This design comes from an exercise in tuning for small area, a short achievable clock period and few clock cycles on the open sky130 flow, not from production work.
Function was checked by simulation only, so behaviour that the tests miss may differ from the original.
Power is estimated from default activity; no workload was simulated.

### run.sh
#!/bin/bash
# synth_recipe.tcl (not shown) runs the flow's synth.tcl, then flattens the netlist and writes it again
# the make line also repeats each setting of config.mk as NAME=value (left out here)
make -C /OpenROAD-flow-scripts/flow DESIGN_CONFIG=/design/flow/config.mk WORK_HOME=/design/flow/orfs CLKGATE_MAP_FILE= SYNTH_SCRIPT=/design/flow/synth_recipe.tcl finish
### config.mk
export PLATFORM = sky130hd
export DESIGN_NAME = sw_align_top
export DESIGN_NICKNAME = sw_align_top
export VERILOG_FILES = /design/flow/design.v
export SDC_FILE = /design/flow/constraint.sdc
export NUM_CORES = 4
export LEC_CHECK = 0
export CAP_MARGIN = 10
export CORE_MARGIN = 2
export CORE_UTILIZATION = 40
export CTS_BUF_LIST = sky130_fd_sc_hd__clkbuf_16
export CTS_CLUSTER_DIAMETER = 80
export CTS_CLUSTER_SIZE = 20
export SETUP_SLACK_MARGIN = 5
export SLEW_MARGIN = 10
export TNS_END_PERCENT = 10
### constraint.sdc
create_clock -name core_clock -period 10.0 [get_ports {clk}]
set_input_delay 2.0000 -clock core_clock [delete_from_list [all_inputs] [get_ports {clk}]]
set_output_delay 2.0000 -clock core_clock [all_outputs]
set_load 0.01 [all_outputs]
### design.v
package sw_seq_pkg;
    typedef enum logic [1:0] {
        BASE_A = 2'd0,
        BASE_C = 2'd1,
        BASE_G = 2'd2,
        BASE_T = 2'd3
    } base_t;
    localparam int SCORE_W_DEF = 10;
    localparam int NUM_CELLS_DEF = 16;
endpackage
package sw_ctrl_pkg;
    typedef enum logic [1:0] {
        IDLE  = 2'd0,   
        RUN   = 2'd1,   
        DRAIN = 2'd2,   
        DONE  = 2'd3    
    } sw_state_t;
endpackage
`timescale 1ns/1ps
module sw_step_counter #(
    parameter int CNT_W = 5
) (
    input  logic             clk,
    input  logic             load,    
    input  logic [CNT_W-1:0] value,
    input  logic             dec,
    output logic             zero     
);
    logic [CNT_W-1:0] count;
    assign zero = (count == '0);
    always_ff @(posedge clk) begin
        if (load) begin
            count <= value;
        end else if (dec) begin
            count <= count - CNT_W'(1);
        end
    end
endmodule
`timescale 1ns/1ps
module sw_array_fsm #(
    parameter int   CNT_W = 5
) (
    input  logic             clk,
    input  logic             rst,
    input  logic             start,          
    input  logic             target_valid,
    input  logic             target_last,
    input  logic             drain_zero,     
    output logic             drain_load,     
    output logic             drain_dec,
    output logic             run,            
    output logic             clr,            
    output logic             busy,
    output logic             done
);
    sw_ctrl_pkg::sw_state_t state;
    always_ff @(posedge clk) begin
        if (rst) begin
            state <= sw_ctrl_pkg::IDLE;
        end else begin
            case (state)
                sw_ctrl_pkg::IDLE:  if (start) state <= sw_ctrl_pkg::RUN;
                sw_ctrl_pkg::RUN:   if (target_valid && target_last) state <= sw_ctrl_pkg::DRAIN;
                sw_ctrl_pkg::DRAIN: if (drain_zero) state <= sw_ctrl_pkg::DONE;
                default:            state <= sw_ctrl_pkg::IDLE;   
            endcase
        end
    end
    assign run        = (state == sw_ctrl_pkg::RUN);
    assign clr        = (state == sw_ctrl_pkg::IDLE);
    assign drain_load = run;                               
    assign drain_dec  = (state == sw_ctrl_pkg::DRAIN);
    assign busy       = run || drain_dec;
    assign done       = (state == sw_ctrl_pkg::DONE);
endmodule
`timescale 1ns/1ps
module sw_query_bank #(
    parameter int   NUM_CELLS = 8,
    localparam int  CNT_W     = $clog2(NUM_CELLS + 1)
) (
    input  logic                                clk,
    input  logic                                start,    
    input  logic [CNT_W-1:0]                    len,
    input  logic                                wr,
    input  sw_seq_pkg::base_t                   base,
    output logic [CNT_W-1:0]                    len_q,    
    output sw_seq_pkg::base_t [NUM_CELLS-1:0]   bases,    
    output logic [NUM_CELLS-1:0]                head      
);
    always_ff @(posedge clk) begin
        if (wr) begin
            bases <= {base, bases[NUM_CELLS-1:1]};
        end
    end
    always_ff @(posedge clk) begin
        if (start) begin
            len_q <= len;
        end
    end
    for (genvar c = 0; c < NUM_CELLS; c++) begin : g_head
        assign head[c] = (len_q == CNT_W'(NUM_CELLS - c));
    end
endmodule
`timescale 1ns/1ps
module sw_cell #(
    parameter int   SCORE_W   = 10,
    localparam int  H_W       = SCORE_W - 1    
) (
    input  logic                      clk,
    input  logic                      rst,
    input  logic                      clr,            
    input  logic                      head,           
    input  sw_seq_pkg::base_t         query,
    input  logic signed [SCORE_W-1:0] match_score,
    input  logic signed [SCORE_W-1:0] mismatch_score,
    input  logic signed [SCORE_W-1:0] gap_open,
    input  logic                      col_valid,      
    input  sw_seq_pkg::base_t         col_base,
    input  logic                      valid_in,       
    input  sw_seq_pkg::base_t         target_in,
    input  logic        [H_W-1:0]     h_in,           
    output logic                      valid_out,      
    output sw_seq_pkg::base_t         target_out,
    output logic        [H_W-1:0]     h_out           
);
    logic        [H_W-1:0]     h_diag;       
    logic signed [SCORE_W-1:0] sub, s_diag, s_gap, next_h;
    logic signed [SCORE_W-1:0] diag_w;    
    function automatic logic ge_u(input logic [H_W-1:0] a, input logic [H_W-1:0] b);
        logic r;
        r = 1'b1;
        for (int i = 0; i < H_W; i++) begin
            r = (a[i] & ~b[i]) | (~(a[i] ^ b[i]) & r);
        end
        ge_u = r;
    endfunction
    function automatic logic gt_s(input logic [SCORE_W-1:0] a, input logic [SCORE_W-1:0] b);
        logic r;
        r = 1'b0;
        for (int i = 0; i < SCORE_W - 1; i++) begin
            r = (a[i] & ~b[i]) | (~(a[i] ^ b[i]) & r);
        end
        gt_s = (~a[SCORE_W-1] & b[SCORE_W-1]) | (~(a[SCORE_W-1] ^ b[SCORE_W-1]) & r);
    endfunction
    function automatic logic [SCORE_W-1:0] add_bk(input logic [SCORE_W-1:0] a,
                                                  input logic [SCORE_W-1:0] b);
        logic [SCORE_W-1:0] p, g, p0;
        p0 = a ^ b;
        p  = p0;
        g  = a & b;
        for (int d = 1; d < SCORE_W; d = d * 2) begin
            for (int j = 2 * d - 1; j < SCORE_W; j = j + 2 * d) begin
                g[j] = g[j] | (p[j] & g[j-d]);
                p[j] = p[j] & p[j-d];
            end
        end
        for (int d = 2 ** ($clog2(SCORE_W) - 1); d >= 1; d = d / 2) begin
            for (int j = 3 * d - 1; j < SCORE_W; j = j + 2 * d) begin
                g[j] = g[j] | (p[j] & g[j-d]);
                p[j] = p[j] & p[j-d];
            end
        end
        add_bk = p0 ^ {g[SCORE_W-2:0], 1'b0};
    endfunction
    always_ff @(posedge clk) begin
        if (rst) begin
            valid_out <= 1'b0;
        end else begin
            valid_out <= head ? col_valid : valid_in;
        end
    end
    always_ff @(posedge clk) begin
        target_out <= head ? col_base : target_in;
        h_diag     <= h_in;   
    end
    logic signed [SCORE_W-1:0] left_w, up_w, s_left, s_up;
    logic left_ge;
    assign left_ge = ge_u(h_out, h_in);
    assign sub    = (query == target_out) ? match_score : mismatch_score;
    assign diag_w = {1'b0, h_diag};
    assign left_w = {1'b0, h_out};
    assign up_w   = {1'b0, h_in};
    assign s_diag = add_bk(diag_w, sub);
    assign s_left = add_bk(left_w, gap_open);   
    assign s_up   = add_bk(up_w, gap_open);
    assign s_gap  = left_ge ? s_left : s_up;
    assign next_h = gt_s(s_gap, s_diag) ? s_gap : s_diag;
    always_ff @(posedge clk) begin
        if (clr) begin
            h_out <= '0;
        end else if (valid_out) begin
            h_out <= next_h[SCORE_W-1] ? '0 : next_h[H_W-1:0];   
        end
    end
endmodule
`timescale 1ns/1ps
module sw_align_top #(
    parameter int   NUM_CELLS = sw_seq_pkg::NUM_CELLS_DEF,
    parameter int   SCORE_W   = sw_seq_pkg::SCORE_W_DEF,
    localparam int  CNT_W     = $clog2(NUM_CELLS + 1),   
    localparam int  IDX_W     = (NUM_CELLS > 1) ? $clog2(NUM_CELLS) : 1,
    localparam int  H_W       = SCORE_W - 1
) (
    input  logic                      clk,
    input  logic                      rst,
    input  logic                      start,
    input  logic        [CNT_W-1:0]   query_len,
    input  logic                      query_wr,
    input  logic        [1:0]         query_base,
    input  logic                      target_valid,
    input  logic        [1:0]         target_base,
    input  logic                      target_last,
    input  logic signed [SCORE_W-1:0] match_score,
    input  logic signed [SCORE_W-1:0] mismatch_score,
    input  logic signed [SCORE_W-1:0] gap_open,
    output logic                      busy,
    output logic                      done,
    output logic signed [SCORE_W-1:0] best_score,
    output logic        [IDX_W-1:0]   best_query_idx
);
    logic run, clr, drain_load, drain_dec, drain_zero;
    logic [CNT_W-1:0] len_q;
    sw_seq_pkg::base_t [NUM_CELLS-1:0] bases;
    logic [NUM_CELLS-1:0] head;
    logic signed [SCORE_W-1:0] match_q, mismatch_q, gap_q;
    always_ff @(posedge clk) begin
        match_q    <= match_score;
        mismatch_q <= mismatch_score;
        gap_q      <= gap_open;
    end
    sw_array_fsm #(.CNT_W(CNT_W)) fsm_i (
        .clk, .rst, .start, .target_valid, .target_last, .drain_zero,
        .drain_load, .drain_dec, .run, .clr, .busy, .done
    );
    sw_step_counter #(.CNT_W(CNT_W)) cnt_i (
        .clk, .load(drain_load), .value(len_q - CNT_W'(1)), .dec(drain_dec), .zero(drain_zero)
    );
    sw_query_bank #(.NUM_CELLS(NUM_CELLS)) bank_i (
        .clk, .start(clr && start), .len(query_len), .wr(run && query_wr),
        .base(sw_seq_pkg::base_t'(query_base)), .len_q, .bases, .head
    );
    logic                      valid_c  [NUM_CELLS+1];
    sw_seq_pkg::base_t         target_c [NUM_CELLS+1];
    logic        [H_W-1:0]     h_c      [NUM_CELLS+1];
    assign valid_c[0]  = 1'b0;
    assign target_c[0] = sw_seq_pkg::BASE_A;
    assign h_c[0]      = '0;
    for (genvar k = 0; k < NUM_CELLS; k++) begin : g_cell
        sw_cell #(.SCORE_W(SCORE_W)) cell_i (
            .clk, .rst, .clr, .head(head[k]), .query(bases[k]),
            .match_score(match_q), .mismatch_score(mismatch_q), .gap_open(gap_q),
            .col_valid(run && target_valid), .col_base(sw_seq_pkg::base_t'(target_base)),
            .valid_in(valid_c[k]), .target_in(target_c[k]), .h_in(h_c[k]),
            .valid_out(valid_c[k+1]), .target_out(target_c[k+1]), .h_out(h_c[k+1])
        );
    end
    function automatic logic ge_u(input logic [H_W-1:0] a, input logic [H_W-1:0] b);
        logic r;
        r = 1'b1;
        for (int i = 0; i < H_W; i++) begin
            r = (a[i] & ~b[i]) | (~(a[i] ^ b[i]) & r);
        end
        ge_u = r;
    endfunction
    localparam int B_W = H_W + IDX_W;
    function automatic logic [B_W-1:0] join2(input logic [B_W-1:0] upper,
                                             input logic [B_W-1:0] lower);
        join2 = ge_u(upper[B_W-1:IDX_W], lower[B_W-1:IDX_W]) ? upper : lower;
    endfunction
    logic [B_W-1:0] row_c [NUM_CELLS];
    for (genvar k = 0; k < NUM_CELLS; k++) begin : g_row
        assign row_c[k] = {h_c[k+1], IDX_W'(k)};
    end
    localparam int NUM_STAGES = (NUM_CELLS - 3) / 3 + 1;
    localparam logic [B_W-1:0] NONE = '0;
    logic [H_W-1:0]   stage_score [NUM_STAGES];
    logic [IDX_W-1:0] stage_from  [NUM_STAGES];
    for (genvar st = 0; st < NUM_STAGES; st++) begin : g_stage
        localparam int LAST = NUM_CELLS - 3 - 3 * (NUM_STAGES - 1 - st);
        logic [B_W-1:0] prev, first, next;
        assign prev  = (st == 0) ? NONE : {stage_score[(st == 0) ? 0 : st - 1],
                                           stage_from[(st == 0) ? 0 : st - 1]};
        assign first = (LAST >= 2) ? row_c[(LAST >= 2) ? LAST - 2 : 0] : NONE;
        assign next  = join2(join2(prev, first), join2(row_c[LAST - 1], row_c[LAST]));
        always_ff @(posedge clk) begin
            if (clr) begin
                stage_score[st] <= '0;
            end else begin
                stage_score[st] <= next[B_W-1:IDX_W];
            end
        end
        always_ff @(posedge clk) begin
            stage_from[st] <= next[IDX_W-1:0];   
        end
    end
    logic [B_W-1:0] wave_out;
    assign wave_out = join2({stage_score[NUM_STAGES-1], stage_from[NUM_STAGES-1]}, row_c[NUM_CELLS-2]);
    logic [H_W-1:0]   acc_max, wave_max, last_h, keep;
    logic [IDX_W-1:0] acc_row, wave_row, last_row, keep_row;
    logic [IDX_W-1:0] acc_cell, wave_cell, keep_cell;   
    logic             acc_ge_wave, acc_ge_last, wave_ge_last, acc_ge_now;
    assign wave_max  = wave_out[B_W-1:IDX_W];
    assign wave_cell = wave_out[IDX_W-1:0];
    assign wave_row  = IDX_W'(wave_cell + IDX_W'(len_q));
    assign last_h    = h_c[NUM_CELLS];
    assign last_row  = IDX_W'(len_q - CNT_W'(1));
    assign acc_ge_wave  = ge_u(acc_max, wave_max) &&
                          ((acc_max != wave_max) || (acc_cell <= wave_cell));
    assign acc_ge_last  = ge_u(acc_max, last_h);
    assign wave_ge_last = ge_u(wave_max, last_h);
    always_comb begin
        if (acc_ge_wave && acc_ge_last) begin
            keep      = acc_max;
            keep_row  = acc_row;
            keep_cell = acc_cell;
        end else if (!acc_ge_wave && wave_ge_last) begin
            keep      = wave_max;
            keep_row  = wave_row;
            keep_cell = wave_cell;
        end else begin
            keep      = last_h;
            keep_row  = last_row;
            keep_cell = IDX_W'(NUM_CELLS - 1);
        end
    end
    always_ff @(posedge clk) begin
        if (clr) begin
            acc_max  <= '0;
            acc_row  <= '0;
            acc_cell <= '0;
        end else begin
            acc_max  <= keep;
            acc_row  <= keep_row;
            acc_cell <= keep_cell;
        end
    end
    assign acc_ge_now     = ge_u(acc_max, last_h);
    assign best_score     = SCORE_W'(acc_ge_now ? acc_max : last_h);
    assign best_query_idx = acc_ge_now ? acc_row : last_row;
endmodule
==> results of run 1 <==
[kinds of logic after synthesis]
kind of cell	count (synthesis)
AO/OA/AOI/OAI	804
XOR/XNOR	164
adder cells (fa/ha/maj)	824
buffers and inverters	504
flip-flops	478
multiplexers	536
other	1
AND/OR/NAND/NOR	784
[critical path, delay by kind of cell (launching register included)]
kind	cells	cell delay [ps]
compound gates	4	1020
fa+ha+maj	1	240
buf+inv	2	670
flops	1	400
mux	1	240
[synth_stat cells (all sizes together) (33+ instances only)]
cell | count | area [sq um]
fa | 156 | 3123
o31ai | 33 | 247.7
nor2 | 277 | 1042
nor3b | 40 | 305.3
a211oi | 59 | 457.9
dfxtp | 436 | 8728
nand2b | 48 | 300.3
mux2 | 240 | 2703
and2 | 50 | 312.8
o21a | 51 | 382.9
a21oi | 178 | 1052
inv | 426 | 1599
edfxtp | 42 | 1261
xor2 | 65 | 569.3
nor3 | 52 | 260.3
xnor2 | 99 | 867.1
o21ai | 171 | 855.8
clkbuf | 54 | 202.7
a21o | 118 | 885.9
ha | 668 | 8358
mux2i | 296 | 2975
nand2 | 183 | 689.4
[cell usage in the layout (no fill, tap or decap), drive strengths merged, types with 65 or more instances in the layout]
master	n
inv	436
a21o	120
o21ai	171
buf	141
ha	668
mux2	240
nand2	184
a21oi	181
fa	156
mux2i	296
dfxtp	436
xor2	65
xnor2	99
nor2	277
[power by group through the flow]
stage | Clock, mW | Combinational [mW] | Sequential, mW
3_5_place_dp | 0 | 3.11 | 2.26
4_1_cts | 1.59 | 3.30 | 2.21
3_3_place_gp | 0 | 3.09 | 2.26
6_report | 1.55 | 3.62 | 2.22
2_1_floorplan | 0 | 2.34 | 2.20
5_1_grt | 1.65 | 3.95 | 2.23
[flip-flops by register name, indices dropped and copies added (netlist names), 5 cells and up]
signal and flops:
stage_from 15, stage_score 45, bank_i.bases 32, mismatch_q 10
bank_i.len_q 5, g_cell.cell_i.target_out 32, g_cell.cell_i.h_out 144, acc_max 9
g_cell.cell_i.h_diag 135, match_q 10, g_cell.cell_i.valid_out 16, gap_q 10
cnt_i.count 5
[final timing paths]
kind / from / endpoint / slack [ps]
worst max-delay path: g_cell[15].cell_i.h_out[4] / best_query_idx[0] / 4840
worst min-delay path: g_cell[10].cell_i.h_out[8] / g_cell[11].cell_i.h_diag[8] / 420
worst max register to register: g_cell[3].cell_i.h_out[6] / stage_score[1][4] / 4880
worst min register to register: g_cell[10].cell_i.h_out[8] / g_cell[11].cell_i.h_diag[8] / 420
[cell type report]
class	count	area (sq um)	area share [%]
repair buffers	200	1662	3.704
multi-input cells	3119	28800	64.21
inverters	426	1603	3.573
diodes	2	5.005	0.01116
well taps	1287	1610	3.590
clock buffers	37	925.9	2.064
clock inverters	25	251.5	0.5606
flip-flops and latches	478	10000	22.29
[routing by layer]
metal / vias to the layer above / part of all wire (%) / wire [microns] / track usage [%]
met5: - / 0 / 0 / 0
met4: 0 / 4.3 / 5472 / 9.340
met3: 247 / 6.4 / 8075 / 3.502
met2: 972 / 46 / 57510 / 39.26
met1: 14880 / 44 / 55100 / 32.05
li1: 14890 / - / - / -
[repair_timing]
action,in CTS,in global routing
setup buffers,31,79
gates resized for setup,66,126
pin swaps,9,54
cloned,2,4
endpoints found under the setup margin,163,203
hold endpoints to repair,0,0
[through the flow]
stage / util [%] / worst slack (ps) / std cells / cell area, sq um / total power, mW
final: 45.51 / 4837 / 5574 / 44860 / 7.389
after global routing: 45.51 / 4695 / 5572 / 44850 / 7.829
after CTS: 44.32 / 4774 / 5489 / 43690 / 7.101
after detailed placement: 42.58 / 4087 / 5394 / 41970 / 5.362
after global placement: 42.58 / 4186 / 5394 / 41970 / 5.341
after floorplan: - / 5141 / 4095 / 39860 / 4.540
==> impl_metrics.csv, run 1 <==
group,metric,value,unit
pwr,p_sw_share,40.44,%
yosys,synth_compound_area_share,13.90,%
pwr,pwr-share-clk,21.0,%
finish,fillers,9319,
floorplan,initial_core_util,40.44,%
timing,period_minus_slack,5163,ps
yosys,synth.ff_latch_count,478,
clocking,cts-root-buf,"clkbuf_16",
floorplan,die_y,319.7,microns
yosys,ys_seq_area_share,25.06,%
clocking,clk_latency,590,ps
min_path,hold_path.class,"register to register",
pwr,intPower,4.400,mW
pwr,pwr-share-comb,49.0,%
timing,finalHoldWorstSlack,424.3,ps
timing,fmax,193.7,MHz
floorplan,die-area,0.1022,sq mm
finish,area_growth,12.54,%
route,first_iter_violations,2183,
yosys,synth_nets,4964,
yosys,synth_ff_type,"dfxtp_1",
clocking,clkSinkCount,478,
yosys,synthCells,4095,
pwr,p_sw,2.988,mW
route,first_pass_iters,5,
grt,first_global_vias,30200,
timing,hold_viol,0,
timing,tightest_slew,1351,ps
clocking,cts_max_level,2,
pwr,power_density,164.7,mW/mm^2
pwr,p_seq_share,30.0,%
timing,setup_viol,0,
route,viasPerCell,5.560,
pwr,p_leak,20.14,nW
setup_path,path_max_fanout,5,
yosys,synthMuxAreaShare,14.24,%
setup_path,crit_chain,"clkinvlp_4 > ha_4 > a21o_1 > a2111oi_4 > o21ai_2 > a21o_4 > mux2_2 > clkdlybuf4s50_1",
route,antenna_left,0,
floorplan,core,0.09856,sq mm
setup_path,endpoint_kind,"primary output",
yosys,synth-simple-area-share,9.514,%
route,via_count,30990,
clocking,cts_tree,"done",
setup_path,slowest_stage,"clkdlybuf4s50_1",
timing,slew_violations,0,
pwr,max-vdd-ir-drop,0.1542,mV
yosys,synth_cell_types,81,
floorplan,io_pins,61,
setup_path,critPathMaxStageDelay,530,ps
setup_path,arrival,3160,ps
run_status,status,"finished clean",
setup_path,start_kind,"register",
yosys,synth_fa_ha_area_share,28.80,%
floorplan,row_count,115,
grt,grt_pass1_wl,186.5,mm
setup_path,reg2regPathDepth,15,
grt,grt-ovfl-total,0,
yosys,synth-xor-area-share,3.603,%
place,dpl.hpwl,94.02,mm
min_path,hold_depth,0,
yosys,synth_top_family_by_area,"adder cells",
yosys,yosysWarningCount,17,
setup_path,critPathKind,"register to primary output",
route,drc,0,
yosys,synth_edf_count,42,
clocking,hold_buffers,0,
flow_run,drv_cap,0,
timing,tns,0,ps
finish,fin_nets,5131,
route,wirelength,126.2,mm
timing,min_period_over_period,51.63,%
clocking,clk_pin_slew,90,ps
floorplan,die_w,319.7,microns
route,post_drt_wl_per_cell,22.63,microns
timing,finClkSkew,26.66,ps
yosys,avgSynthCellArea,9.734,sq um
timing,slew_headroom,9.842,%
place,io_buffer_count,59,
grt,antenna_found_initial,5,
clocking,cts_max_path_buffers,3,
finish,drive_above_1_share,14.52,%
clocking,cts_made_buffers,37,
yosys,synth_area,0.03986,sq mm
yosys,synth-async-reset-ratio,0,%
place,place_congestion,0.9035,
setup_path,worstPathRequired,8000,ps
grt,grt_max_degree,64,
grt,track_usage,24.07,%
timing,grt_setup_unrepaired,"true",
Testbench counts, summed over its fixed seeds: cycles 23,229.
==> inputs of run 2 (changes only) <==
--- a/config.mk
+++ b/config.mk
@@ -7,3 +7,3 @@
 export LEC_CHECK = 0
-export CAP_MARGIN = 10
+export CAP_MARGIN = 20
 export CORE_MARGIN = 2
@@ -14,3 +14,2 @@
 export SETUP_SLACK_MARGIN = 5
-export SLEW_MARGIN = 10
-export TNS_END_PERCENT = 10
+export SLEW_MARGIN = 20
==> impl_metrics.csv, run 2 <==
group,metric,value,unit
finish,final_common_cell,"ha_1",
floorplan,initial_core_util,40.44,%
floorplan,die-area,0.1022,sq mm
timing,setup_viol,0,
yosys,synth_most_common_cell,"ha_1",
pwr,p_leak,20.44,nW
finish,n_antenna_cell,0,
grt,grt-ovfl-total,0,
route,drc,0,
finish,fillers,9278,
yosys,synth.ff_latch_count,478,
yosys,synth.area.top_cells,"dfxtp_1, ha_1, fa_1, mux2i_1, mux2_2",
yosys,yosys.area.top_type,"dfxtp_1",
yosys,avgSynthCellArea,9.734,sq um
yosys,synth_nets,4964,
place,io_buffer_count,59,
run_status,status,"finished clean",
timing,hold_viol,0,
yosys,synth_area,0.03986,sq mm
setup_path,start_kind,"register",
finish,fin_nets,5159,
finish,area_growth,14.18,%
yosys,yosys-top-cells-count,"ha_1, dfxtp_1, inv_1, mux2i_1, nor2_1",
route,post_drt_wl_per_cell,22.66,microns
finish,mostFrequentLayoutCells,"ha_1, dfxtp_1, inv_1",
clocking,cts_made_buffers,38,
clocking,cts-root-buf,"clkbuf_16",
route,wirelength,127.0,mm
place,dpl.hpwl,94.05,mm
setup_path,critPathKind,"register to register",
timing,min_period_over_period,49.25,%
finish,top_register,"g_cell.cell_i.h_out",
setup_path,critPathMaxStageDelay,600,ps
floorplan,row_count,115,
timing,finalHoldWorstSlack,425.1,ps
clocking,cts_max_path_buffers,3,
route,first_pass_iters,6,
setup_path,reg2regPathDepth,15,
yosys,synthCells,4095,
finish,multi_input_area,0.02912,sq mm
timing,period_minus_slack,4925,ps
timing,tightest_slew,1204,ps
min_path,hold_path.class,"register to register",
route,antenna_left,0,
route,via_count,31200,
yosys,synth_ff_type,"dfxtp_1",
yosys,synth_cell_types,81,
pwr,p_total,7.554,mW
grt,track_usage,24.17,%
place,place_area,0.04198,sq mm
clocking,clk_pin_slew,90,ps
timing,finClkSkew,28.26,ps
floorplan,die_w,319.7,microns
min_path,hold_depth,0,
finish,largest_reg_flops,144,
setup_path,arrival,5340,ps
clocking,cts_tree,"done",
floorplan,die_y,319.7,microns
grt,antenna_found_initial,4,
timing,fmax,203.0,MHz
grt,grt_max_degree,64,
clocking,cts_max_level,2,
setup_path,slowest_stage,"a211oi_1",
pwr,power_density,166.0,mW/mm^2
yosys,yosysWarningCount,17,
grt,first_global_vias,30640,
flow_run,drv_cap,0,
route,first_iter_violations,1982,
place,place_congestion,0.9035,
timing,grt_setup_unrepaired,"true",
place,dp.cells,5394,
setup_path,path_max_fanout,9,
finish,seq_area,0.01001,sq mm
clocking,clkSinkCount,478,
yosys,ys_seq_area_share,25.06,%
finish,stdcell_count,5604,
floorplan,io_pins,61,
setup_path,crit_chain,"inv_1 > ha_1 > nand4_1 > nor2_1 > a211oi_2 > o21ai_2 > mux2_2 > ha_1 > a21o_1 > a211oi_1 > nor4b_1 > inv_1 > a211oi_2 > nor3b_1 > a211oi_1",
floorplan,core,0.09856,sq mm
clocking,hold_buffers,0,
yosys,synth-async-reset-ratio,0,%
route,viasPerCell,5.568,
finish,largestRegisters,"g_cell.cell_i.h_out x144, g_cell.cell_i.h_diag x135, stage_score x45",
timing,slew_violations,0,
timing,slew_headroom,19.65,%
clocking,clk_latency,600,ps
timing,tns,0,ps
finish,fin_area,0.04551,sq mm
pwr,max-vdd-ir-drop,0.1538,mV
grt,grt_pass1_wl,188.5,mm
setup_path,endpoint_kind,"register",
yosys,synth_edf_count,42,
yosys,synth_top_cell_area_share,21.90,%
finish,drive_above_1_share,17.00,%
setup_path,worstPathRequired,10410,ps
## run 2: cell types whose count changed in the layout (fill, tap and decap cells not counted), moves of 10 or more
cell	delta
buf_4	+10
buf_6	+14
fa_1	-10
fa_2	+10
o21ai_0	-14
xnor2_1	-14
xnor2_2	+14
## run 2: per-stage QoR
stage | worst slack, ps | utilization, %
2_1_floorplan | 5141 | -
5_1_grt | 4884 | 46.18
4_1_cts | 4908 | 44.62
3_5_place_dp | 4077 | 42.59
6_report | 5075 | 46.18
3_3_place_gp | 4186 | 42.58
## run 2: area by class of cell
cell class	count	share of cell area (%)
multi-input combinational	3118	63.98
clock buffer	41	2.254
inverter	426	3.522
sequential	478	21.98
tap	1287	3.538
clock inverter	26	0.5718
timing repair buffer	228	4.148
## run 2: power breakdown
| group | total [mW] | internal (mW) | switching [mW] | leakage, nW |
|---|---|---|---|---|
| clock | 1.64 | 0.804 | 0.836 | 0.643 |
| combinational | 3.69 | 1.63 | 2.07 | 15.9 |
| sequential | 2.22 | 2.08 | 0.134 | 3.92 |
## run 2: logic make-up after synthesis
group	synth area share, %
and+or+nand+nor	9.514
adders and majority gates	28.80
buffers and inverters	4.871
AOI/OAI and AO/OA	13.90
other	0.009407
muxes	14.24
DFF	25.06
xor gates and xnor gates	3.603
## run 2: critical path, delay by kind of cell, from the launching register on
kind            cells  cell delay (ps)
compound gates      6             2040
fa+ha+maj           2              660
buf+inv             2              360
flops               1              540
mux                 1              420
simple gates        4              710
## run 2: path summary, 6_finish.rpt
check | from | end | slack, ps
worst max-delay path | g_cell[2].cell_i.h_out[6] | stage_score[1][5] | 5070
worst min-delay path | g_cell[10].cell_i.h_out[8] | g_cell[11].cell_i.h_diag[8] | 430
worst max register to register | g_cell[2].cell_i.h_out[6] | stage_score[1][5] | 5070
worst min register to register | g_cell[10].cell_i.h_out[8] | g_cell[11].cell_i.h_diag[8] | 430
## run 2: routing by layer
metal  up-vias  GRT usage (%)  routed length [microns]
met5         -              0                       12
met4         2          8.836                     5169
met3       250          2.932                     7246
met2       920          40.06                    58500
met1     15100          32.24                    56080
li1      14930              -                        -
## run 2: repair_timing
action | in CTS | in global routing
endpoints found under the setup margin | 161 | 184
cloned | 3 | 6
pin swaps | 12 | 91
resized for setup | 82 | 228
buffers inserted | 52 | 82
==> inputs of run 3 (changes only) <==
--- a/design.v
+++ b/design.v
@@ -176,4 +176,4 @@
     logic signed [SCORE_W-1:0] left_w, up_w, s_left, s_up;
-    logic left_ge;
-    assign left_ge = ge_u(h_out, h_in);
+    logic up_ge;
+    assign up_ge = ge_u(h_in, h_out);
     assign sub    = (query == target_out) ? match_score : mismatch_score;
@@ -185,3 +185,3 @@
     assign s_up   = add_bk(up_w, gap_open);
-    assign s_gap  = left_ge ? s_left : s_up;
+    assign s_gap  = up_ge ? s_up : s_left;
     assign next_h = gt_s(s_gap, s_diag) ? s_gap : s_diag;
==> impl_metrics.csv, run 3 <==
group,metric,value,unit
run_status,status,"finished clean",
clocking,clk_latency,630,ps
setup_path,slowest_stage,"a311o_2",
floorplan,io_pins,61,
finish,mostFrequentLayoutCells,"ha_1, dfxtp_1, inv_1",
finish,top_register,"g_cell.cell_i.h_out",
route,post_drt_wl_per_cell,23.59,microns
timing,grt_setup_unrepaired,"true",
place,place_congestion,0.9232,
grt,grt_pass1_wl,195.7,mm
yosys,synthCells,4148,
clocking,cts-root-buf,"clkbuf_16",
floorplan,initial_core_util,40.48,%
finish,fillers,9232,
timing,worst_slack,5060,ps
timing,hold_viol,0,
pwr,max-vdd-ir-drop,0.1627,mV
clocking,cts_max_path_buffers,3,
clocking,cts_made_buffers,40,
grt,first_global_vias,31020,
timing,slew_violations,0,
route,first_iter_violations,2792,
route,drc,0,
finish,fin_area,0.04480,sq mm
timing,finClkSkew,33.76,ps
timing,setup_viol,0,
clocking,clkSinkCount,478,
pwr,p_leak,20.22,nW
flow_run,drv_cap,0,
min_path,hold_path.class,"register to register",
clocking,hold_buffers,0,
yosys,synth_edf_count,42,
setup_path,critPathKind,"register to primary output",
clocking,clk_pin_slew,90,ps
min_path,hold_depth,0,
yosys,yosysWarningCount,17,
timing,fmax,202.4,MHz
pwr,power_density,156.6,mW/mm^2
setup_path,path_max_fanout,4,
route,wirelength,132.3,mm
setup_path,reg2regPathDepth,22,
yosys,ys_seq_area_share,25.44,%
yosys,avgSynthCellArea,9.465,sq um
clocking,cts_max_level,2,
floorplan,core,0.09699,sq mm
yosys,synth.ff_latch_count,478,
yosys,synth_nets,4977,
floorplan,die-area,0.1007,sq mm
setup_path,endpoint_kind,"primary output",
setup_path,critPathBufInv,3,
grt,antenna_found_initial,4,
grt,grt_max_degree,54,
setup_path,start_kind,"register",
setup_path,critical-path-top-delay-family,"compound AO/OA/AOI/OAI gates",
timing,slew_headroom,25.19,%
yosys,synth.area.top_cells,"dfxtp_1, ha_1, fa_1, mux2_2, mux2i_1",
yosys,yosys.area.top_type,"dfxtp_1",
timing,tightest_slew,1119,ps
route,antenna_left,0,
yosys,synth_ff_type,"dfxtp_1",
setup_path,crit_cells,9,
setup_path,critPathMaxStageDelay,400,ps
setup_path,crit_chain,"inv_2 > ha_1 > a21o_1 > a21oi_2 > o21ai_2 > a311o_2 > buf_4 > mux2_2 > dlygate4sd2_1",
timing,finalHoldWorstSlack,400.7,ps
grt,grt-ovfl-total,0,
floorplan,row_count,114,
route,first_pass_iters,6,
finish,area_growth,14.12,%
setup_path,worstPathRequired,8000,ps
timing,tns,0,ps
timing,min_period_over_period,49.40,%
yosys,yosys-top-cells-count,"ha_1, dfxtp_1, inv_1, nand2_1, mux2_2",
yosys,synth_cell_types,87,
finish,largest_reg_flops,144,
yosys,synth_top_cell_area_share,22.23,%
finish,drive_above_1_share,16.47,%
place,dpl.hpwl,93.31,mm
timing,period_minus_slack,4940,ps
route,viasPerCell,5.749,
place,place_area,0.04122,sq mm
yosys,synth-async-reset-ratio,0,%
yosys,synth_area,0.03926,sq mm
place,dp_worst_setup_slack,4136,ps
finish,largestRegisters,"g_cell.cell_i.h_out x144, g_cell.cell_i.h_diag x135, stage_score x45",
finish,final_common_cell,"ha_1",
place,io_buffer_count,59,
clocking,cts_tree,"done",
setup_path,arrival,2940,ps
finish,fin_nets,5129,
floorplan,die_y,317.3,microns
floorplan,die_w,317.3,microns
yosys,synth_most_common_cell,"ha_1",
route,via_count,32240,
grt,track_usage,25.83,%
-- run 3: cell types whose count changed after synthesis, moves of 39 or more --
cell,before,now
a21o_1,118,157
ha_1,668,628
mux2i_1,295,175
nand2_1,182,282
nand3_1,26,167
nor2_1,276,201
o211ai_1,10,90
or3_1,16,67
-- run 3: kinds of logic (layout without fill, tap and decap cells) --
family | after synthesis | count (layout) | share of synthesized area [%]
AO/OA/AOI/OAI | 878 | 882 | 15.69
XOR/XNOR | 165 | 165 | 3.681
adder cells (fa/ha/maj) | 784 | 784 | 27.97
buffers and inverters | 540 | 718 | 5.395
flip-flops | 478 | 478 | 25.44
multiplexers | 388 | 388 | 10.59
other | 1 | 3 | 0.009552
AND/OR/NAND/NOR | 914 | 914 | 11.22
-- run 3: per-stage QoR --
stage	cells	util [%]	total power [mW]
after global routing	5606	46.19	7.395
after detailed placement	5396	42.50	4.722
after floorplan	4148	-	3.989
after CTS	5550	45.02	6.787
final	5608	46.19	7.018
after global placement	5395	42.49	4.704
-- run 3: metal layers --
layer | up-vias | track usage, % | share of wire [%]
li1 | 15190 | - | -
met1 | 15590 | 36.28 | 45
met2 | 1198 | 40.66 | 44
met3 | 259 | 4.050 | 7.8
met4 | 4 | 7.885 | 3.6
met5 | - | 0 | 0.017
-- run 3: cell type report --
type / instances / area [sq um] / share of cell area (%)
clock inverters: 31 / 336.6 / 0.7512
multi-input cells: 3134 / 28270 / 63.10
diodes: 2 / 5.005 / 0.01117
repair buffers: 234 / 2002 / 4.468
flip-flops and latches: 478 / 10010 / 22.35
well taps: 1276 / 1597 / 3.563
clock buffers: 41 / 1026 / 2.290
inverters: 412 / 1553 / 3.466
-- run 3: timing repair --
item | 4_1_cts | 5_1_grt
gates cloned | 3 | 3
setup buffers | 79 | 53
pin swaps | 35 | 114
setup endpoints to repair | 147 | 189
gates resized for setup | 124 | 196
endpoints found under the hold margin | 0 | 0
-- run 3: worst paths after layout --
| check | from | endpoint | slack [ps] |
|---|---|---|---|
| setup / recovery | g_cell[15].cell_i.h_out[1] | best_score[0] | 5060 |
| hold / removal | g_cell[7].cell_i.h_out[8] | g_cell[8].cell_i.h_diag[8] | 400 |
| setup reg to reg | bank_i.bases[14] | g_cell[7].cell_i.h_out[1] | 5090 |
| hold reg to reg | g_cell[7].cell_i.h_out[8] | g_cell[8].cell_i.h_diag[8] | 400 |
-- run 3: power by group --
group | internal, mW | switching (mW) | total [mW] | leakage [nW]
Sequential | 2.07 | 0.108 | 2.17 | 3.92
Combinational | 1.32 | 1.78 | 3.10 | 15.6
Clock | 0.845 | 0.901 | 1.75 | 0.682
Total | 4.23 | 2.79 | 7.02 | 20.2
Testbench counts of run 3, summed over its fixed seeds: cycles 23,229.
==> inputs of run 4 (changes only) <==
--- a/design.v
+++ b/design.v
@@ -299,3 +299,3 @@
     logic [IDX_W-1:0] acc_row, wave_row, last_row, keep_row;
-    logic [IDX_W-1:0] acc_cell, wave_cell, keep_cell;   
+    logic [IDX_W-1:0] wave_cell;
     logic             acc_ge_wave, acc_ge_last, wave_ge_last, acc_ge_now;
@@ -307,3 +307,3 @@
     assign acc_ge_wave  = ge_u(acc_max, wave_max) &&
-                          ((acc_max != wave_max) || (acc_cell <= wave_cell));
+                          ((acc_max != wave_max) || (acc_row <= wave_row));
     assign acc_ge_last  = ge_u(acc_max, last_h);
@@ -314,3 +314,2 @@
             keep_row  = acc_row;
-            keep_cell = acc_cell;
         end else if (!acc_ge_wave && wave_ge_last) begin
@@ -318,3 +317,2 @@
             keep_row  = wave_row;
-            keep_cell = wave_cell;
         end else begin
@@ -322,3 +320,2 @@
             keep_row  = last_row;
-            keep_cell = IDX_W'(NUM_CELLS - 1);
         end
@@ -327,9 +324,7 @@
         if (clr) begin
-            acc_max  <= '0;
-            acc_row  <= '0;
-            acc_cell <= '0;
+            acc_max <= '0;
+            acc_row <= '0;
         end else begin
-            acc_max  <= keep;
-            acc_row  <= keep_row;
-            acc_cell <= keep_cell;
+            acc_max <= keep;
+            acc_row <= keep_row;
         end
--- a/config.mk
+++ b/config.mk
@@ -7,2 +7,3 @@
 export LEC_CHECK = 0
+export ABC_AREA = 1
 export CAP_MARGIN = 20
==> impl_metrics.csv, run 4 <==
group,metric,value,unit
run_status,status,"finished clean",
timing,grt_setup_unrepaired,"true",
yosys,synth_cell_types,47,
setup_path,path_max_fanout,6,
yosys,yosys-top-cells-count,"nand2_1, inv_1, ha_1, dfxtp_1, o21ai_0",
yosys,synth_most_common_cell,"nand2_1",
pwr,p_sw,7.208,mW
pwr,max-vdd-ir-drop,0.2309,mV
clocking,cts_made_buffers,41,
yosys,synth-async-reset-ratio,0,%
min_path,hold_path.class,"register to register",
finish,fin_util,44.02,%
yosys,synth.ff_latch_count,474,
place,dpl.hpwl,94.41,mm
timing,tightest_slew,1153,ps
clocking,clkSinkCount,474,
floorplan,die-area,0.1027,sq mm
pwr,pwr-share-comb,68.1,%
pwr,p_sw_share,54.07,%
setup_path,critPathKind,"register to primary output",
setup_path,endpoint_kind,"primary output",
clocking,cts_max_level,2,
grt,track_usage,25.28,%
grt,grt-ovfl-total,0,
route,post_drt_wl_per_cell,18.80,microns
yosys,ys_seq_area_share,24.74,%
yosys,synth_ff_type,"dfxtp_1",
timing,finClkSkew,58.06,ps
floorplan,initial_core_util,40.18,%
route,viasPerCell,5.065,
place,io_buffer_count,59,
setup_path,reg2reg_from,"bank_i.bases[4]",
floorplan,row_count,116,
finish,mostFrequentLayoutCells,"nand2_1, inv_1, ha_1",
clocking,cts_tree,"done",
route,wirelength,130.6,mm
finish,area_growth,9.579,%
floorplan,die_y,320.5,microns
route,antenna_left,0,
finish,largest_reg_flops,144,
timing,fmax,202.1,MHz
pwr,intPower,6.123,mW
clocking,cts-root-buf,"clkbuf_16",
pwr,power_density,303.7,mW/mm^2
setup_path,worst_setup_path_startpoint,"g_cell[15].cell_i.h_out[1]",
yosys,yosysWarningCount,17,
finish,largestRegisters,"g_cell.cell_i.h_out x144, g_cell.cell_i.h_diag x135, stage_score x45",
finish,final_common_cell,"nand2_1",
timing,hold_viol,0,
setup_path,start_kind,"register",
place,place_congestion,0.9010,
yosys,avgSynthCellArea,7.157,sq um
pwr,p_leak,21.54,nW
yosys,synth_area,0.04006,sq mm
floorplan,die_w,320.5,microns
timing,min_period_over_period,49.47,%
min_path,hp-start,"g_cell[11].cell_i.h_out[5]",
timing,slew_violations,0,
floorplan,core,0.09971,sq mm
yosys,synth_top_cell_area_share,21.59,%
yosys,synthCells,5597,
clocking,clk_pin_slew,90,ps
setup_path,arrival,2950,ps
floorplan,io_pins,61,
timing,slew_headroom,23.15,%
yosys,yosys.area.top_type,"dfxtp_1",
finish,fin_nets,6444,
setup_path,worstPathRequired,8000,ps
timing,tns,0,ps
grt,first_global_vias,32540,
yosys,synth_edf_count,42,
finish,drive_above_1_share,5.328,%
flow_run,drv_cap,0,
yosys,synth.area.top_cells,"dfxtp_1, ha_1, nand2_1, inv_1, fa_1",
finish,top_register,"g_cell.cell_i.h_out",
clocking,cts_max_path_buffers,3,
pwr,p_seq_share,18.3,%
route,via_count,35190,
yosys,synth_nets,6425,
route,first_iter_violations,3196,
grt,grt_pass1_wl,197.8,mm
grt,antenna_found_initial,7,
route,first_pass_iters,6,
clocking,clk_latency,650,ps
timing,setup_viol,0,
grt,grt_max_degree,87,
route,drc,0,
pwr,pwr-share-clk,13.6,%
timing,period_minus_slack,4947,ps
-- run 4: path summary, 6_finish.rpt --
kind	cells after the start	endpoint	slack, ps
worst max-delay path	15	best_query_idx[0]	5050
worst min-delay path	0	g_cell[12].cell_i.h_diag[5]	400
worst max register to register	21	g_cell[2].cell_i.h_out[6]	5350
worst min register to register	0	g_cell[12].cell_i.h_diag[5]	400
-- run 4: logic make-up after synthesis --
family | share of synthesized area, %
AND/OR/NAND/NOR | 21.46
buffers and inverters | 11.59
AO/OA/AOI/OAI | 11.16
adder cells (fa/ha/maj) | 27.38
flip-flops | 24.74
XOR/XNOR | 3.607
multiplexers | 0.05310
other | 0.009361
-- run 4: cell type report --
| class | instances | area (sq um) |
|---|---|---|
| inverters | 1100 | 4144 |
| repair buffers | 105 | 902.1 |
| clock buffers | 42 | 1051 |
| clock inverters | 34 | 405.4 |
| fillers | 10170 | 55810 |
| well taps | 1298 | 1624 |
| flip-flops and latches | 474 | 9941 |
| multi-input cells | 3894 | 25830 |
| diodes | 1 | 2.502 |
-- run 4: what timing repair did --
action / 4_1_cts / 5_1_grt
hold buffers: 0 / 0
pin swaps: 2 / 14
setup buffers: 5 / 11
resized for setup: 54 / 101
cloned: 0 / 3
endpoints found under the setup margin: 25 / 146
-- run 4: stage by stage --
stage | area (sq um) | setup slack (ps) | instances | hold WS (ps) | power [mW]
after global placement | 42020 | 4258 | 6852 | 385.5 | 10.94
after detailed placement | 42020 | 4250 | 6852 | 391.2 | 11.11
after floorplan | 40060 | 5446 | 5597 | 367.4 | 9.049
final | 43900 | 5053 | 6948 | 397.5 | 13.33
after CTS | 43560 | 4995 | 6933 | 400.7 | 13.05
after global routing | 43890 | 4882 | 6947 | 409.3 | 14.90
-- run 4: worst max-delay path: stages, from the launching register on --
cell and delay [ps]:
dfxtp_2 360, inv_4 60, ha_4 200, a21boi_1 120, o21a_1 170, o21ai_1 120
nand2_1 80, a21oi_2 110, o21bai_1 60, a21o_1 170, a21oi_2 110, or2_4 240
buf_12 140, nand2_8 80, o21ai_2 160, buf_2 140
-- run 4: metal layers --
layer  vias to the layer above  track usage [%]  share of wire [%]
met3                       182            3.100                7.1
li1                      17670                -                  -
met2                      1054            39.92                 44
met4                         0            7.668                3.1
met5                         -                0                  0
met1                     16290            35.89                 46
-- run 4: power by group through the flow --
stage / combinational (mW) / clock (mW) / sequential (mW)
finish: 9.08 / 1.81 / 2.44
global route: 10.5 / 1.91 / 2.46
CTS: 8.76 / 1.85 / 2.43
detailed placement: 8.63 / 0 / 2.47
global placement: 8.47 / 0 / 2.47
floorplan: 6.69 / 0 / 2.36
Testbench counts of run 4, summed over its fixed seeds: cycles 23,229.
==> inputs of run 5 (changes only) <==
--- a/config.mk
+++ b/config.mk
@@ -7,3 +7,2 @@
 export LEC_CHECK = 0
-export ABC_AREA = 1
 export CAP_MARGIN = 20
==> impl_metrics.csv, run 5 <==
group,metric,value,unit
clocking,clkSinkCount,474,
route,drc,0,
pwr,power_density,156.1,mW/mm^2
yosys,synth_edf_count,42,
clocking,cts_made_buffers,40,
grt,grt_max_degree,48,
place,place_congestion,0.9316,
yosys,yosys.area.top_type,"dfxtp_1",
place,io_buffer_count,59,
route,antenna_left,0,
pwr,max-vdd-ir-drop,0.1123,mV
yosys,synth_cell_types,84,
yosys,synth_ff_type,"dfxtp_1",
yosys,synth.area.top_cells,"dfxtp_1, ha_1, fa_1, mux2i_1, mux2_2",
setup_path,path_max_fanout,24,
setup_path,endpoint_kind,"primary output",
place,dpl.hpwl,90.90,mm
yosys,ys_seq_area_share,25.74,%
place,dp_worst_setup_slack,4462,ps
yosys,synth_area,0.03849,sq mm
flow_run,drv_cap,0,
grt,grt-ovfl-total,0,
pwr,p_leak,19.95,nW
finish,top_register,"g_cell.cell_i.h_out",
grt,grt_pass1_wl,187.4,mm
finish,fin_nets,5007,
finish,final_common_cell,"ha_1",
finish,largestRegisters,"g_cell.cell_i.h_out x144, g_cell.cell_i.h_diag x135, stage_score x45",
clocking,cts_max_level,2,
timing,min_period_over_period,48.84,%
floorplan,io_pins,61,
floorplan,core,0.09515,sq mm
clocking,clk_latency,620,ps
finish,largest_reg_flops,144,
yosys,synth_most_common_cell,"ha_1",
route,first_pass_iters,5,
clocking,cts_max_path_buffers,3,
route,first_iter_violations,2381,
setup_path,worstPathRequired,8000,ps
finish,fin_area,0.04376,sq mm
route,viasPerCell,5.606,
place,place_area,0.04060,sq mm
finish,drive_above_1_share,14.22,%
timing,setup_viol,0,
yosys,synth_top_cell_area_share,22.47,%
route,wirelength,128.1,mm
clocking,cts_tree,"done",
timing,worst_slack,5116,ps
min_path,hold_depth,0,
timing,fmax,204.8,MHz
floorplan,die-area,0.09873,sq mm
timing,period_minus_slack,4884,ps
timing,slew_headroom,27.42,%
finish,area_growth,13.68,%
setup_path,start_kind,"register",
min_path,hold_path.class,"register to register",
floorplan,die_w,314.2,microns
clocking,hold_buffers,0,
yosys,synth.ff_latch_count,474,
timing,finClkSkew,32.36,ps
min_path,whs_endpoint,"g_cell[5].cell_i.h_diag[8]",
run_status,status,"finished clean",
floorplan,initial_core_util,40.45,%
finish,mostFrequentLayoutCells,"ha_1, dfxtp_1, inv_1",
clocking,clk_pin_slew,90,ps
setup_path,critPathKind,"register to primary output",
route,post_drt_wl_per_cell,23.37,microns
setup_path,rrSetupSlack,5140,ps
timing,grt_setup_unrepaired,"true",
setup_path,reg2regPathDepth,20,
timing,tns,0,ps
yosys,synth_nets,4854,
yosys,avgSynthCellArea,9.561,sq um
floorplan,die_y,314.2,microns
finish,fillers,9040,
route,via_count,30710,
yosys,synth-async-reset-ratio,0,%
yosys,yosysWarningCount,17,
timing,tightest_slew,1085,ps
timing,slew_violations,0,
min_path,hp-start,"g_cell[4].cell_i.h_out[8]",
setup_path,reg2reg_from,"gap_q[0]",
yosys,synthCells,4026,
yosys,yosys-top-cells-count,"ha_1, dfxtp_1, inv_1, nand2_1, mux2i_1",
setup_path,reg2reg_to,"g_cell[4].cell_i.h_out[1]",
grt,first_global_vias,29570,
floorplan,row_count,113,
timing,hold_viol,0,
setup_path,arrival,2880,ps
clocking,cts-root-buf,"clkbuf_16",
grt,antenna_found_initial,4,
grt,track_usage,25.23,%
[run 5: kinds of logic (layout without fill, tap and decap cells)]
kind of cell | Yosys count | after routing | synth area share, %
simple gates | 884 | 885 | 11.02
fa+ha+maj | 783 | 783 | 28.49
compound gates | 776 | 780 | 13.50
buf+inv | 486 | 666 | 4.892
flops | 474 | 474 | 25.74
mux | 456 | 456 | 12.56
xor+xnor | 166 | 166 | 3.777
other cells | 1 | 4 | 0.009742
[run 5: where the power goes]
part	switching (mW)	total, mW	internal (mW)
sequential	0.0965	2.13	2.04
clock	0.904	1.70	0.799
combinational	1.74	2.99	1.25
[run 5: how the worst max path moves through the flow]
| stage | from | endpoint | slack (ps) | depth (start not counted) |
|---|---|---|---|---|
| 4_1_cts | bank_i.bases[12] | g_cell[6].cell_i.h_out[3] | 5010 | 23 |
| 2_1_floorplan | bank_i.bases[8] | g_cell[4].cell_i.h_out[7] | 5220 | 23 |
| 5_1_grt | bank_i.bases[9] | g_cell[4].cell_i.h_out[2] | 4910 | 23 |
| 6_report | g_cell[15].cell_i.h_out[1] | best_query_idx[2] | 5120 | 9 |
| 3_3_place_gp | bank_i.bases[8] | g_cell[4].cell_i.h_out[3] | 4580 | 23 |
| 3_5_place_dp | bank_i.bases[9] | g_cell[4].cell_i.h_out[3] | 4460 | 23 |
[run 5: what timing repair did]
item	4_1_cts	5_1_grt
gates cloned	0	7
resized for setup	71	146
pin swaps	12	45
buffers inserted	26	75
setup endpoints to repair	169	177
[run 5: through the flow]
stage               total power [mW]  hold slack, ps  util, %  instances
floorplan                      4.002           367.6        -       4026
global placement               4.705           393.1    42.66       5293
detailed placement             4.732           398.4    42.67       5293
CTS                            6.538           403.6    44.53       5393
global route                   7.189           413.0    45.99       5478
finish                         6.833           407.8    45.99       5479
[run 5: layout make-up]
type	instances	area [sq um]	share of cell area, %
antenna	3	7.507	0.01716
clock buffer	41	1026	2.345
clock inverter	33	329.1	0.7520
inverter	383	1438	3.285
multi-input combinational	3071	27670	63.24
sequential	474	9918	22.67
tap	1265	1583	3.617
timing repair buffer	209	1785	4.080
[run 5: per-layer routing]
layer	global-route usage (%)	share of wire [%]	vias to the layer above
met1	35.85	46	14920
li1	-	-	14600
met2	39.52	44	985
met3	3.340	6.8	203
met4	8.003	3.2	2
met5	0	0.0086	-
[run 5: critical path: stages (launching register included)]
cell and delay [ps]:
dfxtp_2 390, inv_1 120, ha_1 280, a21boi_1 150
o21ai_1 80, a21oi_1 160, o22a_1 190, buf_12 170
mux2_2 400, dlygate4sd2_1 340
==> inputs of run 6 (changes only) <==
--- a/config.mk
+++ b/config.mk
@@ -7,3 +7,3 @@
 export LEC_CHECK = 0
-export CAP_MARGIN = 20
+export CAP_MARGIN = 10
 export CORE_MARGIN = 2
@@ -11,5 +11,6 @@
 export CTS_BUF_LIST = sky130_fd_sc_hd__clkbuf_16
-export CTS_CLUSTER_DIAMETER = 80
-export CTS_CLUSTER_SIZE = 20
+export CTS_CLUSTER_DIAMETER = 90
+export CTS_CLUSTER_SIZE = 24
+export PLACE_DENSITY = 0.8
 export SETUP_SLACK_MARGIN = 5
-export SLEW_MARGIN = 20
+export SLEW_MARGIN = 10
==> impl_metrics.csv, run 6 <==
group,metric,value,unit
place,place_congestion,0.9445,
setup_path,reg2reg_from,"bank_i.bases[8]",
timing,min_period_over_period,50.92,%
yosys,synth.area.top_cells,"dfxtp_1, ha_1, fa_1, mux2i_1, mux2_2",
floorplan,die-area,0.09873,sq mm
route,viasPerCell,5.844,
finish,largest_reg_flops,144,
grt,grt_max_degree,50,
route,via_count,31670,
floorplan,initial_core_util,40.45,%
setup_path,critPathKind,"register to register",
yosys,ys_seq_area_share,25.74,%
flow_run,drv_cap,0,
pwr,p_leak,19.60,nW
timing,fmax,196.4,MHz
grt,antenna_found_initial,10,
setup_path,arrival,5620,ps
yosys,avgSynthCellArea,9.561,sq um
finish,drive_above_1_share,13.26,%
yosys,synth_nets,4854,
grt,grt_pass1_wl,182.7,mm
clocking,hold_buffers,0,
timing,slew_violations,0,
yosys,synth_ff_type,"dfxtp_1",
yosys,synth-async-reset-ratio,0,%
finish,seq_area,0.009930,sq mm
place,dpl.hpwl,87.96,mm
grt,track_usage,23.94,%
route,first_pass_iters,6,
place,dp.cells,5283,
clocking,clk_latency,640,ps
min_path,hold_path.class,"register to register",
min_path,hp-start,"g_cell[7].cell_i.h_out[8]",
yosys,synth_edf_count,42,
route,antenna_left,0,
finish,stdcell_count,5419,
route,wirelength,122.7,mm
yosys,synth_area,0.03849,sq mm
clocking,cts_tree,"done",
yosys,yosys.area.top_type,"dfxtp_1",
finish,multi_input_area,0.02774,sq mm
setup_path,endpoint_kind,"register",
route,first_iter_violations,2990,
route,post_drt_wl_per_cell,22.64,microns
setup_path,worst_setup_path_startpoint,"bank_i.bases[8]",
finish,largestRegisters,"g_cell.cell_i.h_out x144, g_cell.cell_i.h_diag x135, stage_score x45",
floorplan,row_count,113,
yosys,synth_cell_types,84,
yosys,synth.ff_latch_count,474,
clocking,cts_max_path_buffers,3,
route,drc,0,
floorplan,die_y,314.2,microns
grt,first_global_vias,31120,
timing,tightest_slew,1202,ps
timing,finClkSkew,42.30,ps
finish,fin_nets,4958,
setup_path,worstPathRequired,10530,ps
clocking,clkSinkCount,474,
timing,tns,0,ps
clocking,cts-root-buf,"clkbuf_16",
place,dp_worst_setup_slack,4282,ps
yosys,synth_top_cell_area_share,22.47,%
clocking,clk_pin_slew,100,ps
pwr,power_density,149.6,mW/mm^2
floorplan,io_pins,61,
timing,grt_setup_unrepaired,"true",
timing,period_minus_slack,5092,ps
yosys,yosysWarningCount,17,
timing,hold_viol,0,
clocking,cts_made_buffers,29,
finish,fillers,8741,
timing,setup_viol,0,
clocking,cts_max_level,1,
setup_path,path_max_fanout,6,
run_status,status,"finished clean",
finish,fin_util,45.34,%
yosys,yosys-top-cells-count,"ha_1, dfxtp_1, inv_1, nand2_1, mux2i_1",
yosys,synth_most_common_cell,"ha_1",
place,io_buffer_count,59,
finish,mostFrequentLayoutCells,"ha_1, dfxtp_1, inv_1",
timing,worst_slack,4908,ps
setup_path,start_kind,"register",
timing,slew_headroom,19.90,%
floorplan,die_w,314.2,microns
yosys,synthCells,4026,
finish,final_common_cell,"ha_1",
pwr,max-vdd-ir-drop,0.1433,mV
finish,top_register,"g_cell.cell_i.h_out",
finish,area_growth,12.08,%
floorplan,core,0.09515,sq mm
grt,grt-ovfl-total,0,
==> run 6: cell families after synthesis <==
family / Yosys count / synth area share (%)
AO/OA/AOI/OAI: 776 / 13.50
adder cells (fa/ha/maj): 783 / 28.49
buffers and inverters: 486 / 4.892
flip-flops: 474 / 25.74
other: 1 / 0.009742
XOR/XNOR: 166 / 3.777
multiplexers: 456 / 12.56
AND/OR/NAND/NOR: 884 / 11.02
==> run 6: final cells by class <==
| type | count | share of cell area, % |
|---|---|---|
| inverter | 383 | 3.332 |
| clock inverter | 21 | 0.5220 |
| tap | 1265 | 3.669 |
| multi-input combinational | 3070 | 64.29 |
| timing repair buffer | 172 | 3.460 |
| clock buffer | 29 | 1.682 |
| antenna | 5 | 0.02900 |
| sequential | 474 | 23.02 |
==> run 6: critical path, stage by stage (launching register included) <==
cell,delay (ps)
edfxtp_1,450
xnor2_2,240
nand2_4,130
mux2_4,330
ha_4,160
inv_2,50
fa_2,180
inv_2,40
a21o_1,200
a21oi_4,190
o21bai_1,100
a21o_1,190
a21o_1,160
a21o_1,170
fa_1,570
inv_2,70
ha_4,220
a21oi_2,150
o21bai_2,110
or4_4,500
o31ai_4,290
buf_6,190
mux2i_1,230
o21ai_1,90
==> run 6: where the power goes <==
group	switching (mW)	internal, mW	leakage [nW]
combinational	1.70	1.22	15.2
clock	0.780	0.587	0.477
sequential	0.130	2.04	3.89
total	2.61	3.84	19.6
==> run 6: metal layers <==
layer / global-route usage [%] / vias up / part of all wire (%)
li1: - / 14480 / -
met3: 4.710 / 436 / 9.9
met2: 36.91 / 1588 / 43
met1: 31.95 / 15160 / 41
met5: 0 / - / 0.060
met4: 11.84 / 10 / 5.9
==> run 6: path summary, 6_finish.rpt <==
path	end	slack [ps]	cells past startpoint
worst min register to register	g_cell[8].cell_i.h_diag[8]	410	0
worst max-delay path	g_cell[4].cell_i.h_out[0]	4910	23
worst min-delay path	g_cell[8].cell_i.h_diag[8]	410	0
worst max register to register	g_cell[4].cell_i.h_out[0]	4910	23
==> run 6: what timing repair did <==
action | 4_1_cts | 5_1_grt
setup endpoints to repair | 196 | 203
buffers inserted | 18 | 57
pin swaps | 10 | 44
resized for setup | 83 | 138
cloned | 3 | 3
==> run 6: stage by stage <==
step | total power, mW | area [sq um] | hold slack, ps
3_3_place_gp | 4.637 | 40530 | 390.9
5_1_grt | 6.773 | 43130 | 420.0
4_1_cts | 6.161 | 41920 | 404.7
2_1_floorplan | 4.002 | 38490 | 367.6
3_5_place_dp | 4.698 | 40530 | 391.4
6_report | 6.456 | 43140 | 409.8
==> inputs of run 7 (changes only) <==
--- a/config.mk
+++ b/config.mk
@@ -13,3 +13,2 @@
 export CTS_CLUSTER_SIZE = 24
-export PLACE_DENSITY = 0.8
 export SETUP_SLACK_MARGIN = 5
==> impl_metrics.csv, run 7 <==
group,metric,value,unit
run_status,status,"finished clean",
pwr,max-vdd-ir-drop,0.1504,mV
pwr,p_leak,19.80,nW
clocking,cts_max_level,1,
timing,hold_viol,0,
yosys,synth_cell_types,84,
grt,grt-ovfl-total,0,
yosys,synth.ff_latch_count,474,
clocking,clk_latency,670,ps
setup_path,arrival,2900,ps
route,via_count,30640,
yosys,synth_area,0.03849,sq mm
yosys,yosysWarningCount,17,
finish,largestRegisters,"g_cell.cell_i.h_out x144, g_cell.cell_i.h_diag x135, stage_score x45",
timing,slew_headroom,18.10,%
floorplan,die-area,0.09873,sq mm
setup_path,worstPathRequired,8000,ps
min_path,hold_path.class,"register to register",
yosys,avgSynthCellArea,9.561,sq um
pwr,intPower,3.929,mW
yosys,synth_edf_count,42,
pwr,p_total,6.600,mW
grt,grt_max_degree,48,
yosys,yosys.area.top_type,"dfxtp_1",
setup_path,path_max_fanout,24,
yosys,yosys-top-cells-count,"ha_1, dfxtp_1, inv_1, nand2_1, mux2i_1",
floorplan,initial_core_util,40.45,%
yosys,synth_fa_ha_area_share,28.49,%
clocking,clk_pin_slew,80,ps
yosys,synthMuxAreaShare,12.56,%
finish,drive_above_1_share,13.63,%
timing,min_period_over_period,49.01,%
clocking,cts_tree,"done",
yosys,synth.area.top_cells,"dfxtp_1, ha_1, fa_1, mux2i_1, mux2_2",
route,drc,0,
yosys,ys_seq_area_share,25.74,%
finish,largest_reg_flops,144,
route,first_iter_violations,2391,
route,antenna_left,0,
yosys,synth_ff_type,"dfxtp_1",
timing,setup_viol,0,
pwr,p_sw_share,40.47,%
route,first_pass_iters,7,
route,wirelength,127.4,mm
clocking,clkSinkCount,474,
finish,top_register,"g_cell.cell_i.h_out",
yosys,synth-xor-area-share,3.777,%
finish,final_common_cell,"ha_1",
pwr,p_seq_share,32.4,%
clocking,cts-root-buf,"clkbuf_16",
grt,first_global_vias,29360,
yosys,synth_top_family_by_area,"adder cells",
finish,fin_nets,5000,
yosys,synthCells,4026,
timing,period_minus_slack,4901,ps
yosys,synth-async-reset-ratio,0,%
pwr,pwr-share-clk,22.5,%
finish,mostFrequentLayoutCells,"ha_1, dfxtp_1, inv_1",
timing,tns,0,ps
finish,fin_util,45.63,%
floorplan,die_y,314.2,microns
setup_path,critPathKind,"register to primary output",
yosys,synth_compound_area_share,13.50,%
grt,grt_pass1_wl,186.2,mm
route,post_drt_wl_per_cell,23.30,microns
floorplan,core,0.09515,sq mm
clocking,hold_buffers,0,
setup_path,endpoint_kind,"primary output",
yosys,synth-simple-area-share,11.02,%
yosys,synth_most_common_cell,"ha_1",
floorplan,row_count,113,
flow_run,drv_cap,0,
place,dpl.hpwl,90.86,mm
yosys,synth_nets,4854,
setup_path,start_kind,"register",
grt,track_usage,24.99,%
pwr,p_sw,2.671,mW
clocking,cts_made_buffers,31,
place,io_buffer_count,59,
clocking,cts_max_path_buffers,3,
pwr,pwr-share-comb,45.1,%
route,viasPerCell,5.604,
floorplan,io_pins,61,
place,place_congestion,0.9316,
finish,area_growth,12.80,%
timing,grt_setup_unrepaired,"true",
timing,fmax,204.0,MHz
timing,slew_violations,0,
timing,finClkSkew,49.41,ps
floorplan,die_w,314.2,microns
grt,antenna_found_initial,8,
pwr,power_density,152.0,mW/mm^2
yosys,synth_top_cell_area_share,22.47,%
timing,tightest_slew,1228,ps
==> run 7: cell counts after synthesis <==
No cell type changed its count.
==> run 7: worst paths after layout <==
| check | end | slack [ps] | startpoint | cells past startpoint |
|---|---|---|---|---|
| setup / recovery | best_query_idx[2] | 5100 | g_cell[15].cell_i.h_out[6] | 8 |
| hold / removal | g_cell[8].cell_i.h_diag[8] | 410 | g_cell[7].cell_i.h_out[8] | 0 |
| setup reg to reg | g_cell[5].cell_i.h_out[0] | 5130 | bank_i.bases[11] | 21 |
| hold reg to reg | g_cell[8].cell_i.h_diag[8] | 410 | g_cell[7].cell_i.h_out[8] | 0 |
==> run 7: kinds of logic after synthesis <==
group	count (synthesis)
simple gates	884
fa+ha+maj	783
compound gates	776
buf+inv	486
flops	474
mux	456
xor+xnor	166
other cells	1
==> run 7: critical path: stages, from the launching register on <==
cell           delay [ps]
dfxtp_1               440
inv_2                 150
ha_1                  320
o2111ai_1              90
a21oi_1               160
o22a_1                190
buf_12                170
mux2_2                390
dlygate4sd2_1         340
==> run 7: what timing repair did <==
action                     CTS  global route
setup buffers               26            77
setup endpoints to repair  168           194
pin swaps                   10            42
resized for setup           67           136
gates cloned                 0             8
==> run 7: area by class of cell <==
| class | instances | area, sq um |
|---|---|---|
| inverter | 383 | 1438 |
| timing repair buffer | 210 | 1754 |
| tap | 1265 | 1583 |
| antenna | 6 | 15.01 |
| fill | 9082 | 51730 |
| clock buffer | 32 | 800.8 |
| clock inverter | 26 | 277.8 |
| sequential | 474 | 9921 |
| multi-input combinational | 3072 | 27630 |
==> run 7: stage by stage <==
| step | setup slack (ps) | instance area [sq um] | instances | hold slack [ps] |
|---|---|---|---|---|
| after global placement | 4583 | 40600 | 5293 | 393.1 |
| after detailed placement | 4443 | 40600 | 5293 | 393.8 |
| after floorplan | 5217 | 38490 | 4026 | 367.6 |
| after global routing | 4915 | 43410 | 5464 | 423.1 |
| final | 5099 | 43420 | 5468 | 407.5 |
| after CTS | 4863 | 42050 | 5377 | 407.8 |
==> run 7: power groups by stage <==
stage               Clock, mW  Combinational (mW)  Sequential [mW]
global route             1.57                3.23             2.15
global placement            0                2.54             2.17
CTS                      1.51                2.67             2.12
floorplan                   0                1.86             2.14
detailed placement          0                2.56             2.17
finish                   1.48                2.98             2.14
==> run 7: routing by layer <==
| layer | up-vias | global-route usage (%) | wire length (microns) |
|---|---|---|---|
| met2 | 1030 | 39.56 | 56710 |
| met3 | 223 | 3.129 | 8549 |
| met1 | 14780 | 35.40 | 57700 |
| met5 | - | 0 | 13 |
| met4 | 2 | 7.656 | 4424 |
| li1 | 14610 | - | - |

[separate check: timing with driven ports]
No port has a modelled driver above. Below, the same layouts with a new extraction and two added sets of constraints.
Step 1 (the two cells are an assumption about what drives the block):
set clk [get_ports {clk}]
set_driving_cell -lib_cell sky130_fd_sc_hd__clkbuf_16 $clk
set_driving_cell -lib_cell sky130_fd_sc_hd__buf_2 [delete_from_list [all_inputs] $clk]
Step 2, shift: input delay + t, output delay - t, t = (earliest + latest rising clock arrival at the registers) / 2. This alone moves slack from input paths to output paths.
Three values: ideal, step 1, step 2; two values: the first two.
run	shift t [ns]	setup slack, ns	pins driven straight from the clock port
run 1	0.653	4.837 / 4.765 / 4.877	1
run 2	0.653	5.075 / 5.019 / 5.075	1
run 3	0.688	5.060 / 4.988 / 5.086	1
run 4	0.691	5.053 / 4.984 / 5.348	1
run 5	0.669	5.116 / 5.048 / 5.139	1
run 6	0.689	4.908 / 4.908 / 4.908	1
run 7	0.709	5.099 / 5.034 / 5.132	1
After both steps every run listed still meets setup and hold.
